What follows belongs to an exercise in optimizing a design on an open flow for small area and a short achievable clock period; a production flow would make more cautious choices. Only simulation tests tie the RTL to the original design; equivalence was not proved. Power and IR drop assume default switching activity.

## datapath_unit
module datapath_unit #(
  parameter int DATA_W    = datapath_pkg::DATA_W,
  parameter int RF_DEPTH  = 1 << datapath_pkg::RF_AW,
  parameter int RAM_DEPTH = 1 << datapath_pkg::RAM_AW
) (
  input  logic                         Clk,
  input  logic                         Reset,
  input  logic [2:0]                   ALU_s,
  input  logic [$clog2(RAM_DEPTH)-1:0] D_addr,
  input  logic                         D_wr,
  input  logic [$clog2(RF_DEPTH)-1:0]  RF_Ra_addr,
  input  logic [$clog2(RF_DEPTH)-1:0]  RF_Rb_addr,
  input  logic                         RF_WenA,
  input  logic                         RF_WenB,
  output logic [DATA_W-1:0]            Ra_data,
  output logic [DATA_W-1:0]            Rb_data,
  output logic [DATA_W-1:0]            ALU_Out,
  output logic                         ALU_Z,
  output logic [DATA_W-1:0]            D_rdata
);
clock: 6.5 ns
lec_check: 0
cap_margin: 20
cell_pad_in_sites_detail_placement: 1
cell_pad_in_sites_global_placement: 1
core_margin: 2
core_utilization: 45
cts_cluster_diameter: 90
cts_cluster_size: 25
setup_slack_margin: 2.9
slew_margin: 20
synth_hierarchical: 1
synth_minimum_keep_size: 0
tns_end_percent: 8
run.sh (not shown) runs the stock make flow with config.mk's settings and CLKGATE_MAP_FILE= SYNTH_SCRIPT=/design/flow/synth_recipe.tcl, a recipe that flattens the netlist after the stock synthesis.
The starting point finished with timing, DRC and antenna clean.
Then changed:
SETUP_SLACK_MARGIN = 3.2   (was 2.9)
TNS_END_PERCENT = 5   (was 8)
The new run went through all stages and came out clean.
Design area climbs slightly.
Setup slack gets better by 0.074 ns.
Wire length barely changes.
Register-to-register slack loses 0.12 ns.
Power grows slightly.
Synthesized cell count stays the same.
Critical path depth rose by 3.
Non-clock buffer count increases by 64.
Cell count rises slightly.
Clock skew rises by 0.0087 ns.
Clock power stays flat.


== run 1 ==
Another version of the RTL of datapath_unit (not shown whole).
For scale: about 9000 cells after synthesis, ~89 I/O pins, ~160000 µm² of cells after synthesis.
==> flow/config.mk <==
export PLATFORM = sky130hd
export DESIGN_NAME = datapath_unit
export DESIGN_NICKNAME = datapath_unit
export VERILOG_FILES = /design/flow/design.v
export SDC_FILE = /design/flow/constraint.sdc
export NUM_CORES = 4
export LEC_CHECK = 0
export CAP_MARGIN = 20
export CELL_PAD_IN_SITES_DETAIL_PLACEMENT = 1
export CELL_PAD_IN_SITES_GLOBAL_PLACEMENT = 1
export CORE_MARGIN = 2
export CORE_UTILIZATION = 45
export CTS_CLUSTER_DIAMETER = 90
export CTS_CLUSTER_SIZE = 25
export GPL_TIMING_DRIVEN = 0
export SETUP_SLACK_MARGIN = 3.2
export SLEW_MARGIN = 20
export SYNTH_HIERARCHICAL = 1
export SYNTH_MINIMUM_KEEP_SIZE = 0
export TNS_END_PERCENT = 0
==> flow/constraint.sdc <==
create_clock -name core_clock -period 6.5 [get_ports {Clk}]
set_input_delay 1.3000 -clock core_clock [delete_from_list [all_inputs] [get_ports {Clk}]]
set_output_delay 1.3000 -clock core_clock [all_outputs]
set_load 0.01 [all_outputs]
Run 1: done, clean on timing, DRC and antenna
--- input diff run 1..run 2 ---
- TNS_END_PERCENT now 5, was 0
## What came out
Run 2 closes out successfully: all stages finished, all timing, DRC and antenna checks passed.
Run 2 gives less fraction of the cycle the final worst path needs than run 1 did.
Areal power density over the cells: run 2 lower than run 1
Diff run 2..run 1 | share of synthesized cell area in and, or, nand and nor gates | unchanged
Placement-stage cell area sits higher in run 2 than in run 1.
Modified inputs, run 3 compared to run 2
- PLACE_DENSITY now 0.68, previously not set
- GPL_TIMING_DRIVEN no longer set, was 0
==> summary.txt <==
Summary of run 3 over run 2: initial antenna violation count went down, final cell count went up.
For run 2, the start point of the critical path was RF_Rb_addr[0], unlike run 3, where it was ALU_s[1].
Run 2 vs run 3, highest-delay cell along the critical path: sky130_fd_sc_hd__a222oi_1 vs sky130_fd_sc_hd__and3b_2
Run 3 vs run 2, total clock buffers created by CTS went down by 2.
Relative to run 3, the following input files were edited for run 4:
- removing PLACE_DENSITY (formerly 0.68)
- changing TNS_END_PERCENT from 5 to 0
Results
met2 capacity usage during global routing of run 3 is on par with run 4. Relative to run 3, the half-perimeter wire length of the detailed placement result of run 4 is lower by 0.49%. Looking only at wire length, and setting everything else aside, the higher value of run 4 and run 3 goes to run 3. Diff run 4..run 3 | post-CTS clock slew at the launch and capture registers of the worst setup and hold paths | negligible. Compared with run 3, run 4 ends up with less cell area.


datapath_unit again, from the RTL that the note above started with.
Design datapath_unit, start of the top module:
module datapath_unit #(
  parameter int DATA_W    = datapath_pkg::DATA_W,
  parameter int RF_DEPTH  = 1 << datapath_pkg::RF_AW,
  parameter int RAM_DEPTH = 1 << datapath_pkg::RAM_AW
) (
  input  logic                         Clk,
  input  logic                         Reset,
  input  logic [2:0]                   ALU_s,
  input  logic [$clog2(RAM_DEPTH)-1:0] D_addr,
  input  logic                         D_wr,
  input  logic [$clog2(RF_DEPTH)-1:0]  RF_Ra_addr,
  input  logic [$clog2(RF_DEPTH)-1:0]  RF_Rb_addr,
  input  logic                         RF_WenA,
  input  logic                         RF_WenB,
  output logic [DATA_W-1:0]            Ra_data,
  output logic [DATA_W-1:0]            Rb_data,
  output logic [DATA_W-1:0]            ALU_Out,
  output logic                         ALU_Z,
  output logic [DATA_W-1:0]            D_rdata
);
clock: 6.5 ns
lec_check: 0
cap_margin: 20
cell_pad_in_sites_detail_placement: 1
cell_pad_in_sites_global_placement: 1
core_margin: 2
core_utilization: 45
cts_cluster_diameter: 90
cts_cluster_size: 25
setup_slack_margin: 3.2
slew_margin: 20
synth_hierarchical: 1
synth_minimum_keep_size: 0
tns_end_percent: 15
The first run finished clean.
Then changed:
Settings changed: TNS_END_PERCENT 15 to 5.
Cell count stays flat; via count falls by about 0.5%; worst setup slack gets better by 0.048 ns; combinational power is lower by about 2.6%; first-iteration DRC count falls by 2.1%; wire length is lower by about 2.4%.

re-timing with driven ports:
Ports are ideal in the flow. The routed layouts listed here were re-timed in OpenROAD. Step 1 assumes that a clkbuf_16 drives the clock port and a buf_2 every other input. Step 2 times the ports against the registers' clock, not the clock port: input delays grow and output delays shrink by t, the midpoint of the rising clock arrivals with the driver on. Three values: ideal ports, drivers, drivers and shift; two values: the first two.
| run | t (ns) | setup WS [ns] | worst setup path at the end | worst register clock-pin slew, ns |
|---|---|---|---|---|
| the first run of note 1 | 1.061 | 2.664 / 2.522 / 1.637 | input to register | 0.11 / 0.11 |
| the second run of note 1 | 1.073 | 2.738 / 2.550 / 1.701 | input to register | 0.11 / 0.11 |
| run 1 | 1.071 | 2.716 / 2.556 / 1.633 | input to register | 0.11 / 0.11 |
| run 2 | 1.070 | 2.826 / 2.491 / 1.814 | input to register | 0.11 / 0.11 |
| run 3 | 1.038 | 2.683 / 2.524 / 1.873 | input to register | 0.11 / 0.11 |
| run 4 | 1.072 | 2.686 / 2.627 / 1.595 | input to register | 0.11 / 0.11 |
| the first run of note 3 | 1.079 | 2.739 / 2.588 / 1.719 | input to register | 0.11 / 0.11 |
| the second run of note 3 | 1.079 | 2.788 / 2.539 / 1.798 | input to register | 0.11 / 0.11 |
After both steps setup and hold are still met in every run listed. The setup slack of run 4, which loses most, moves by -0.059 ns with the drivers and by -1.091 ns with both steps.
